Context: an optimization exercise on an open-source flow, tuned for small area, a short achievable clock period and few clock cycles. The choices shown serve that exercise and are no tape-out recipe. Function was checked by simulation only, so behaviour that the tests miss may differ from the original. No activity file was given, so power comes from the tool's default toggle rates.

[flow/config.mk]
export PLATFORM = sky130hd
export DESIGN_NAME = riscv_core
export DESIGN_NICKNAME = riscv_core
export VERILOG_FILES = /design/flow/design.v
export SDC_FILE = /design/flow/constraint.sdc
export NUM_CORES = 4
export LEC_CHECK = 0
export CAP_MARGIN = 20
export CORE_MARGIN = 2
export CORE_UTILIZATION = 40
export SLEW_MARGIN = 20
[flow/constraint.sdc]
create_clock -name core_clock -period 12.0 [get_ports {raw_clk}]
set_input_delay 2.4000 -clock core_clock [delete_from_list [all_inputs] [get_ports {raw_clk}]]
set_output_delay 2.4000 -clock core_clock [all_outputs]
set_load 0.01 [all_outputs]
[flow/design.v]
package riscv_pkg;
  localparam int addr_width = 16;
  localparam int xlen = 32;
  localparam logic [addr_width-1:0] start_pc = 16'h4000;
  localparam logic [6:0] op_lui     = 7'b0110111;
  localparam logic [6:0] op_auipc   = 7'b0010111;
  localparam logic [6:0] op_jal     = 7'b1101111;
  localparam logic [6:0] op_jalr    = 7'b1100111;
  localparam logic [6:0] op_branch  = 7'b1100011;
  localparam logic [6:0] op_load    = 7'b0000011;
  localparam logic [6:0] op_store   = 7'b0100011;
  localparam logic [6:0] op_alu_imm = 7'b0010011;
  localparam logic [6:0] op_alu_reg = 7'b0110011;
  localparam logic [6:0] op_system  = 7'b1110011;
  typedef struct packed {
    logic [6:0] funct7;
    logic [4:0] rs2;
    logic [4:0] rs1;
    logic [2:0] funct3;
    logic [4:0] rd;
    logic [6:0] opcode;
  } r_fmt_t;
  typedef struct packed {
    logic [11:0] imm;
    logic [4:0]  rs1;
    logic [2:0]  funct3;
    logic [4:0]  rd;
    logic [6:0]  opcode;
  } i_fmt_t;
  typedef struct packed {
    logic [6:0] imm_11_5;
    logic [4:0] rs2;
    logic [4:0] rs1;
    logic [2:0] funct3;
    logic [4:0] imm_4_0;
    logic [6:0] opcode;
  } s_fmt_t;
  typedef struct packed {
    logic       imm_12;
    logic [5:0] imm_10_5;
    logic [4:0] rs2;
    logic [4:0] rs1;
    logic [2:0] funct3;
    logic [3:0] imm_4_1;
    logic       imm_11;
    logic [6:0] opcode;
  } b_fmt_t;
  typedef struct packed {
    logic [19:0] imm_31_12;
    logic [4:0]  rd;
    logic [6:0]  opcode;
  } u_fmt_t;
  typedef struct packed {
    logic       imm_20;
    logic [9:0] imm_10_1;
    logic       imm_11;
    logic [7:0] imm_19_12;
    logic [4:0] rd;
    logic [6:0] opcode;
  } j_fmt_t;
  typedef union packed {
    r_fmt_t r;
    i_fmt_t i;
    s_fmt_t s;
    b_fmt_t b;
    u_fmt_t u;
    j_fmt_t j;
  } instr_u;
  typedef struct packed {
    logic [addr_width-1:0] addr;
    logic [xlen-1:0]       wdata;
    logic [3:0]            byte_en;
    logic                  enable;
    logic                  write;
  } mem_req_t;
  typedef struct packed {
    logic       branch_mode;
    logic [2:0] funct3;
    logic       alt;
  } alu_ctrl_t;
endpackage
`timescale 1ns/1ps
module alu
(
  input  riscv_pkg::alu_ctrl_t alu_ctrl,
  input  logic [31:0]          operand_a,
  input  logic [31:0]          operand_b,
  output logic [31:0]          result,
  output logic                 branch_taken
);
  logic [4:0] shamt;
  logic       lt_signed;
  logic       lt_unsigned;
  assign shamt = operand_b[4:0];
  assign lt_signed = $signed(operand_a) < $signed(operand_b);
  assign lt_unsigned = operand_a < operand_b;
  always_comb
  begin
    case (alu_ctrl.funct3)
      3'b000: result = alu_ctrl.alt ? operand_a - operand_b : operand_a + operand_b;
      3'b001: result = operand_a << shamt;
      3'b010: result = {31'd0, lt_signed};
      3'b011: result = {31'd0, lt_unsigned};
      3'b100: result = operand_a ^ operand_b;
      3'b101: result = alu_ctrl.alt ? $unsigned($signed(operand_a) >>> shamt)
                                    : operand_a >> shamt;
      3'b110: result = operand_a | operand_b;
      default: result = operand_a & operand_b;
    endcase
  end
  always_comb
  begin
    branch_taken = 1'b0;
    if (alu_ctrl.branch_mode)
      case (alu_ctrl.funct3)
        3'b000: branch_taken = (operand_a == operand_b);
        3'b001: branch_taken = (operand_a != operand_b);
        3'b100: branch_taken = lt_signed;
        3'b101: branch_taken = !lt_signed;
        3'b110: branch_taken = lt_unsigned;
        3'b111: branch_taken = !lt_unsigned;
        default: branch_taken = 1'b0;
      endcase
  end
endmodule
`timescale 1ns/1ps
module register_file
(
  input  logic        raw_clk,
  input  logic [4:0]  rs1_addr,
  input  logic [4:0]  rs2_addr,
  output logic [31:0] rs1_data,
  output logic [31:0] rs2_data,
  input  logic        rd_we,
  input  logic [4:0]  rd_addr,
  input  logic [31:0] rd_wdata
);
  logic [31:0] regs [1:31];
  assign rs1_data = (rs1_addr == 5'd0) ? 32'h0000_0000 : regs[rs1_addr];
  assign rs2_data = (rs2_addr == 5'd0) ? 32'h0000_0000 : regs[rs2_addr];
  always_ff @(posedge raw_clk)
  begin
    if (rd_we && rd_addr != 5'd0)
      regs[rd_addr] <= rd_wdata;
  end
endmodule
`timescale 1ns/1ps
module load_store_unit
(
  input  logic [2:0]  funct3,
  input  logic [1:0]  ea_low,
  input  logic [31:0] store_data,
  input  logic [31:0] rdata,
  output logic [31:0] wdata,
  output logic [3:0]  byte_en,
  output logic [31:0] load_value
);
  logic [7:0]  load_byte;
  logic [15:0] load_half;
  logic        unsigned_load;
  assign unsigned_load = funct3[2];
  always_comb
  begin
    case (funct3[1:0])
      2'b00:
      begin
        wdata = {4{store_data[7:0]}};
        byte_en = 4'b0001 << ea_low;
      end
      2'b01:
      begin
        wdata = {2{store_data[15:0]}};
        byte_en = ea_low[1] ? 4'b1100 : 4'b0011;
      end
      default:
      begin
        wdata = store_data;
        byte_en = 4'b1111;
      end
    endcase
  end
  assign load_byte = rdata[8*ea_low +: 8];
  assign load_half = ea_low[1] ? rdata[31:16] : rdata[15:0];
  always_comb
  begin
    case (funct3[1:0])
      2'b00: load_value = {{24{load_byte[7] & ~unsigned_load}}, load_byte};
      2'b01: load_value = {{16{load_half[15] & ~unsigned_load}}, load_half};
      default: load_value = rdata;
    endcase
  end
endmodule
`timescale 1ns/1ps
module core_control
(
  input  logic                 raw_clk,
  input  logic                 button_reset,
  input  logic                 button_halt,
  input  logic [31:0]          mem_rdata,
  output riscv_pkg::mem_req_t  mem_req,
  input  logic [31:0]          store_wdata,
  input  logic [3:0]           store_byte_en,
  input  logic [31:0]          load_value,
  output logic [2:0]           ls_funct3,
  output logic [1:0]           ea_low,
  output logic [4:0]           rs1_addr,
  output logic [4:0]           rs2_addr,
  input  logic [31:0]          rs1_data,
  input  logic [31:0]          rs2_data,
  output logic                 rd_we,
  output logic [4:0]           rd_addr,
  output logic [31:0]          rd_wdata,
  output riscv_pkg::alu_ctrl_t alu_ctrl,
  output logic [31:0]          operand_a,
  output logic [31:0]          operand_b,
  input  logic [31:0]          alu_result,
  input  logic                 branch_taken,
  output logic                 halted,
  output logic                 error
);
  typedef enum logic [3:0] {
    s_start, s_fetch, s_capture, s_decode, s_operand, s_writeback,
    s_branch, s_load, s_store, s_store_done, s_halted, s_error
  } state_t;
  state_t            state;
  riscv_pkg::instr_u instr;
  logic [15:0]       pc;
  logic [15:0]       pc_current;
  logic [15:0]       ea;
  logic [31:0]       result;
  logic [6:0]  opcode;
  logic [31:0] i_imm;
  logic [31:0] s_imm;
  logic [31:0] b_imm;
  logic [31:0] u_imm;
  logic [31:0] j_imm;
  logic [15:0] branch_target;
  logic [15:0] jal_target;
  assign opcode = instr.r.opcode;
  assign i_imm = {{20{instr.i.imm[11]}}, instr.i.imm};
  assign s_imm = {{20{instr.s.imm_11_5[6]}}, instr.s.imm_11_5, instr.s.imm_4_0};
  assign b_imm = {{19{instr.b.imm_12}}, instr.b.imm_12, instr.b.imm_11,
                  instr.b.imm_10_5, instr.b.imm_4_1, 1'b0};
  assign u_imm = {instr.u.imm_31_12, 12'h000};
  assign j_imm = {{11{instr.j.imm_20}}, instr.j.imm_20, instr.j.imm_19_12,
                  instr.j.imm_11, instr.j.imm_10_1, 1'b0};
  assign branch_target = pc_current + b_imm[15:0];
  assign jal_target    = pc_current + j_imm[15:0];
  assign rs1_addr  = instr.i.rs1;
  assign rs2_addr  = instr.s.rs2;
  assign rd_addr   = instr.r.rd;
  assign ls_funct3 = instr.i.funct3;
  assign ea_low    = ea[1:0];
  assign halted = (state == s_halted);
  assign error  = (state == s_error);
  always_comb
  begin
    alu_ctrl.branch_mode = (opcode == riscv_pkg::op_branch);
    alu_ctrl.funct3 = 3'b000;
    alu_ctrl.alt = 1'b0;
    operand_a = rs1_data;
    operand_b = i_imm;
    case (opcode)
      riscv_pkg::op_alu_reg:
      begin
        alu_ctrl.funct3 = instr.r.funct3;
        alu_ctrl.alt = instr.r.funct7[5];
        operand_b = rs2_data;
      end
      riscv_pkg::op_alu_imm:
      begin
        alu_ctrl.funct3 = instr.i.funct3;
        alu_ctrl.alt = (instr.i.funct3 == 3'b101) && instr.r.funct7[5];
      end
      riscv_pkg::op_branch:
      begin
        alu_ctrl.funct3 = instr.b.funct3;
        operand_b = rs2_data;
      end
      riscv_pkg::op_auipc:
      begin
        operand_a = {16'h0000, pc_current};
        operand_b = u_imm;
      end
      riscv_pkg::op_store:
        operand_b = s_imm;
      default:
        operand_b = i_imm;
    endcase
  end
  always_comb
  begin
    mem_req = '0;
    case (state)
      s_fetch:
      begin
        mem_req.enable = 1'b1;
        mem_req.addr = pc;
      end
      s_decode:
        if (opcode == riscv_pkg::op_load)
        begin
          mem_req.enable = 1'b1;
          mem_req.addr = {alu_result[15:2], 2'b00};
        end
      s_store:
      begin
        mem_req.enable = 1'b1;
        mem_req.write = 1'b1;
        mem_req.addr = {ea[15:2], 2'b00};
        mem_req.wdata = store_wdata;
        mem_req.byte_en = store_byte_en;
      end
      default:
        mem_req = '0;
    endcase
  end
  always_comb
  begin
    rd_we = 1'b0;
    rd_wdata = result;
    case (state)
      s_decode:
        case (opcode)
          riscv_pkg::op_lui:
          begin
            rd_we = 1'b1;
            rd_wdata = u_imm;
          end
          riscv_pkg::op_auipc:
          begin
            rd_we = 1'b1;
            rd_wdata = alu_result;
          end
          riscv_pkg::op_jal, riscv_pkg::op_jalr:
          begin
            rd_we = 1'b1;
            rd_wdata = {16'h0000, pc};
          end
          default:
            rd_we = 1'b0;
        endcase
      s_writeback:
        rd_we = 1'b1;
      s_load:
      begin
        rd_we = 1'b1;
        rd_wdata = load_value;
      end
      default:
        rd_we = 1'b0;
    endcase
  end
  always_ff @(posedge raw_clk)
  begin
    if (!button_reset)
    begin
      state <= s_start;
      pc <= riscv_pkg::start_pc;
    end
    else if (!button_halt && state != s_error)
      state <= s_halted;
    else
      case (state)
        s_start:
          state <= s_fetch;
        s_fetch:
        begin
          pc_current <= pc;
          pc <= pc + 16'd4;
          state <= s_capture;
        end
        s_capture:
        begin
          instr <= mem_rdata;
          state <= s_decode;
        end
        s_decode:
          case (opcode)
            riscv_pkg::op_lui, riscv_pkg::op_auipc:
              state <= s_fetch;
            riscv_pkg::op_jal:
            begin
              pc <= jal_target;
              state <= s_fetch;
            end
            riscv_pkg::op_jalr:
            begin
              pc <= {alu_result[15:2], 2'b00};
              state <= s_fetch;
            end
            riscv_pkg::op_alu_imm:
            begin
              result <= alu_result;
              state <= s_writeback;
            end
            riscv_pkg::op_alu_reg:
              state <= s_operand;
            riscv_pkg::op_branch:
              state <= s_branch;
            riscv_pkg::op_load:
            begin
              ea <= alu_result[15:0];
              state <= s_load;
            end
            riscv_pkg::op_store:
            begin
              ea <= alu_result[15:0];
              state <= s_store;
            end
            riscv_pkg::op_system:
              state <= s_halted;
            default:
              state <= s_error;
          endcase
        s_operand:
        begin
          result <= alu_result;
          state <= s_writeback;
        end
        s_branch:
        begin
          if (branch_taken)
            pc <= branch_target;
          state <= s_fetch;
        end
        s_writeback, s_load, s_store_done:
          state <= s_fetch;
        s_store:
          state <= s_store_done;
        s_halted:
          state <= s_halted;
        default:
          state <= s_error;
      endcase
  end
endmodule
`timescale 1ns/1ps
module riscv_core
(
  input  logic                raw_clk,
  input  logic                button_reset,
  input  logic                button_halt,
  output logic [15:0]         mem_addr,
  output logic [31:0]         mem_wdata,
  output logic [3:0]          mem_byte_en,
  output logic                mem_enable,
  output logic                mem_write,
  input  logic [31:0]         mem_rdata,
  output logic                halted,
  output logic                error
);
  riscv_pkg::mem_req_t mem_req;
  logic [31:0] store_wdata;
  logic [3:0]  store_byte_en;
  logic [31:0] load_value;
  logic [2:0]  ls_funct3;
  logic [1:0]  ea_low;
  logic [4:0]  rs1_addr;
  logic [4:0]  rs2_addr;
  logic [31:0] rs1_data;
  logic [31:0] rs2_data;
  logic        rd_we;
  logic [4:0]  rd_addr;
  logic [31:0] rd_wdata;
  riscv_pkg::alu_ctrl_t alu_ctrl;
  logic [31:0] operand_a;
  logic [31:0] operand_b;
  logic [31:0] alu_result;
  logic        branch_taken;
  core_control i_control
  (
    .raw_clk       (raw_clk),
    .button_reset  (button_reset),
    .button_halt   (button_halt),
    .mem_rdata     (mem_rdata),
    .mem_req       (mem_req),
    .store_wdata   (store_wdata),
    .store_byte_en (store_byte_en),
    .load_value    (load_value),
    .ls_funct3     (ls_funct3),
    .ea_low        (ea_low),
    .rs1_addr      (rs1_addr),
    .rs2_addr      (rs2_addr),
    .rs1_data      (rs1_data),
    .rs2_data      (rs2_data),
    .rd_we         (rd_we),
    .rd_addr       (rd_addr),
    .rd_wdata      (rd_wdata),
    .alu_ctrl      (alu_ctrl),
    .operand_a     (operand_a),
    .operand_b     (operand_b),
    .alu_result    (alu_result),
    .branch_taken  (branch_taken),
    .halted        (halted),
    .error         (error)
  );
  assign mem_addr    = mem_req.addr;
  assign mem_wdata   = mem_req.wdata;
  assign mem_byte_en = mem_req.byte_en;
  assign mem_enable  = mem_req.enable;
  assign mem_write   = mem_req.write;
  register_file i_register_file
  (
    .raw_clk  (raw_clk),
    .rs1_addr (rs1_addr),
    .rs2_addr (rs2_addr),
    .rs1_data (rs1_data),
    .rs2_data (rs2_data),
    .rd_we    (rd_we),
    .rd_addr  (rd_addr),
    .rd_wdata (rd_wdata)
  );
  alu i_alu
  (
    .alu_ctrl     (alu_ctrl),
    .operand_a    (operand_a),
    .operand_b    (operand_b),
    .result       (alu_result),
    .branch_taken (branch_taken)
  );
  load_store_unit i_load_store_unit
  (
    .funct3     (ls_funct3),
    .ea_low     (ea_low),
    .store_data (rs2_data),
    .rdata      (mem_rdata),
    .wdata      (store_wdata),
    .byte_en    (store_byte_en),
    .load_value (load_value)
  );
endmodule
[flow/run.sh]
#!/bin/bash
# synth_recipe.tcl (not shown) runs the flow's synth.tcl, then flattens the netlist and writes it again
# the make line also repeats each setting of config.mk as NAME=value (left out here)
make -C /OpenROAD-flow-scripts/flow DESIGN_CONFIG=/design/flow/config.mk WORK_HOME=/design/flow/orfs CLKGATE_MAP_FILE= SYNTH_SCRIPT=/design/flow/synth_recipe.tcl finish
==> flow_summary.json <==
{
  "drv_cap": 0,
  "place_inst": 6526,
  "final.period_utilization_pct": 88.6,
  "synth_warnings": 4,
  "cp-start-kind": "flip-flop",
  "p_clk_share_pct": 40.2,
  "syn_area_per_cell_um2": 14.0,
  "grtUsageTotal_pct": 30.5,
  "wl_per_cell_um": 37.3,
  "die_area_mm2": 0.163,
  "vdd_ir_drop_max_uv": 129,
  "chipHeight_um": 403,
  "finalSetupViolCount": 0,
  "period_needed_ns": 10.63,
  "critPathMaxFanout": 36,
  "power.net_switching_w": 0.00240,
  "routed_wl_mm": 251,
  "firstDrtPassIters": 7,
  "cts_tree": "built",
  "clockBufferDepth": 3,
  "vias": 45900,
  "drive_above_1_share_pct": 22.5,
  "die_w_um": 403,
  "seqPwrFrac_pct": 46.8,
  "fillers": 14000,
  "syn_area_mm2": 0.0638,
  "nNetsFinal": 4733,
  "cp.depth": 25,
  "r2r_cells": 19,
  "path_delay_family": "compound AO/OA/AOI/OAI gates",
  "rows": 146,
  "fin_setup_tns_ns": 0,
  "arrival_ns": 8.23,
  "cp_slowest_cell": "dfxtp_4",
  "io_buffers": 90,
  "syn_inst": 4556,
  "critPathMostFrequentCell": "buf_4",
  "root_buffer": "clkbuf_16",
  "clk_pin_slew_ns": 0.07,
  "ys.flop_type": "edfxtp_1",
  "ant_nets": 0,
  "internal-power_w": 0.00675,
  "overflow": 0,
  "clk_latency_ns": 0.78,
  "power_leakage_nw": 23.7,
  "min_path_type": "reg2reg",
  "start_util_pct": 40.3,
  "critPathKind": "reg2out",
  "max_freq_mhz": 94.1,
  "drc": 0,
  "worstSetupEndpoint": "mem_addr[14]",
  "synth_edf_count": 1088,
  "cts_buffers": 114,
  "final_cells": 6744,
  "ios": 91,
  "tightest_slew_ns": 1.20,
  "cp.buffers_inverters": 7,
  "coreArea_mm2": 0.158,
  "end_kind": "output port",
  "first_global_vias": 43900,
  "hold_buffers": 0,
  "grt_pass1_wl_mm": 350,
  "grt_setup_unrepaired": "false",
  "max_stage_delay_ns": 0.64,
  "grt_max_degree": 102,
  "ff2ff_setup_slack_ns": 2.80,
  "gp_congestion": 1.04,
  "avgViaCountPerCell": 6.80,
  "hold_viol": 0,
  "drt-initial-drc-count": 7350,
  "postCtsSetupBuffers": 0,
  "p_sw_share_pct": 26.3,
  "cts.sinks": 1118,
  "dpl.hpwl_mm": 165,
  "async_flop_share_pct": 0,
  "slew_viol_final": 0,
  "finalPower_w": 0.00915,
  "power_frac_comb_pct": 13.0,
  "area_growth_pct": 11.3,
  "ys_types": 107,
  "cts.repair.resized": 0,
  "synth_nets": 4717,
  "ys_seq_area_share_pct": 52.2,
  "status": "finished clean",
  "max-slew-margin-rel_pct": 17.4,
  "htreeDepth": 3,
  "clock_skew_ns": 0.0756,
  "power.density_mw_per_mm2": 129,
  "critPathRequiredTime_ns": 9.60,
  "timing.rr.end": "i_register_file.regs[5][28]$_DFFE_PP_",
  "ys_seq_elements": 1118,
  "antenna_found_initial": 8
}
-- cells by family (layout without fill, tap and decap cells) --
group                    Yosys count  count (layout)  synth area share, %
AO/OA/AOI/OAI                   1064            1064                 11.4
XOR/XNOR                          55              55                0.755
adder cells (fa/ha/maj)          126             126                 2.52
buffers and inverters            469             583                 3.59
flip-flops                      1118            1118                 52.2
multiplexers                     772             772                 22.5
other                              0               2                    0
AND/OR/NAND/NOR                  952             952                 7.08
-- layout make-up --
| cell class | count | area, um2 | share of cell area (%) |
|---|---|---|---|
| Antenna cell | 2 | 5.00 | 0.00705 |
| Clock buffer | 133 | 2920 | 4.12 |
| Clock inverter | 81 | 895 | 1.26 |
| Inverter | 117 | 442 | 0.622 |
| Multi-Input combinational cell | 2969 | 28700 | 40.4 |
| Sequential cell | 1118 | 33300 | 46.9 |
| Tap cell | 2072 | 2590 | 3.65 |
| Timing Repair Buffer | 252 | 2160 | 3.05 |
-- cells in the final DEF (no fill, tap or decap), types with 37 or more instances in the layout --
cell / instances
nand2_1: 206
edfxtp_1: 1088
nand3_1: 98
nor2_1: 323
o22ai_1: 53
a21oi_1: 293
ha_1: 122
a211oi_1: 61
mux2i_1: 222
clkbuf_16: 114
buf_4: 157
a21o_1: 47
o21ai_0: 146
xnor2_1: 37
mux4_2: 512
nor3_1: 59
o211ai_1: 51
inv_1: 109
clkdlybuf4s50_1: 90
-- metal layers --
layer  vias to the layer above  track usage (%)  wire, um
met1                     23800             42.3     99100
met2                      2983             47.3    114000
met3                       528             4.91     24500
met5                         -                0       251
li1                      18500                -         -
met4                         8             14.3     14000
-- stage by stage --
stage          setup WS (ns)  hold slack, ns  instance area [um2]  utilization (%)
2_1_floorplan           3.42           0.444                63800                -
3_3_place_gp            2.34           0.564                67100             42.4
3_5_place_dp            2.36           0.565                67100             42.4
4_1_cts                 1.47           0.580                70900             44.8
5_1_grt                 1.08           0.587                71000             44.8
6_report                1.37           0.578                71000             44.8
-- flip-flops by register name, summed over array words and instances, names as in the netlist, named ones only --
register and flops:
i_register_file.regs 992, i_control.ea 16, i_control.instr 32, i_control.state 4, i_control.pc 16, i_control.pc_current 16
i_control.result 32
-- power by group through the flow --
stage / clock (W) / combinational [W] / sequential, W
floorplan: 0 / 0.000733 / 0.00433
global placement: 0 / 0.00115 / 0.00437
detailed placement: 0 / 0.00115 / 0.00437
CTS: 0.00372 / 0.00116 / 0.00428
global route: 0.00387 / 0.00123 / 0.00428
finish: 0.00368 / 0.00119 / 0.00428
-- how the worst min path moves through the flow --
| stage | from | endpoint | slack [ns] | cells after the start |
|---|---|---|---|---|
| floorplan | i_control.pc[1]$_SDFFE_PN0P_ | i_control.pc_current[1]$_DFFE_PP_ | 0.44 | 0 |
| global placement | i_control.pc[0]$_SDFFE_PN0P_ | i_control.pc[0]$_SDFFE_PN0P_ | 0.56 | 2 |
| detailed placement | i_control.pc[0]$_SDFFE_PN0P_ | i_control.pc_current[0]$_DFFE_PP_ | 0.56 | 0 |
| CTS | i_control.pc[0]$_SDFFE_PN0P_ | i_control.pc_current[0]$_DFFE_PP_ | 0.58 | 0 |
| global route | i_control.pc[1]$_SDFFE_PN0P_ | i_control.pc_current[1]$_DFFE_PP_ | 0.59 | 0 |
| finish | i_control.pc[1]$_SDFFE_PN0P_ | i_control.pc_current[1]$_DFFE_PP_ | 0.58 | 0 |
-- worst reg2reg max path, delay by kind of cell (launching register included) --
kind	cells	cell delay, ns
fa+ha+maj	1	0.61
xor+xnor	1	0.68
flops	1	0.64
simple gates	4	1.31
buf+inv	3	1.89
compound gates	7	1.96
mux	3	1.80
-- cell usage after synthesis, types with 52 or more instances --
library cell	instances	area, um2
a211oi_1	61	458
a21o_1	53	398
a21oi_1	295	1480
buf_1	52	195
buf_2	72	360
clkbuf_1	157	589
edfxtp_1	1088	32700
ha_1	122	1530
inv_1	111	417
mux2i_1	223	2230
mux4_2	512	11500
nand2_1	206	773
nand3_1	98	490
nor2_1	355	1330
nor3_1	65	325
o21ai_0	159	796
o22ai_1	53	332
Testbench counts, summed over its fixed seeds: cycles 404,864.

-- port drivers added, routing unchanged --
Ports are ideal in the flow. The routed layout listed here was re-timed in OpenROAD. Step 1: set_driving_cell puts a clkbuf_16 on raw_clk and a buf_2 on each other input, an assumption about the parent block. Step 2, shift: input delay + t, output delay - t, t = (earliest + latest rising clock arrival at the registers) / 2. This alone moves slack from input paths to output paths. a / b / c = ideal ports / drivers / drivers and shift; a / b = the first two.
t, ns: 0.816
setup WS [ns]: 1.369 / 1.295 / 2.111
worst setup path after step 2: register to output
worst slew at a driven data input, ns: 0.05
pins driven straight from the clock port: 1
After both steps setup and hold are still met in this run. The setup slack of this run moves by -0.074 ns with the drivers and by +0.742 ns with both steps.
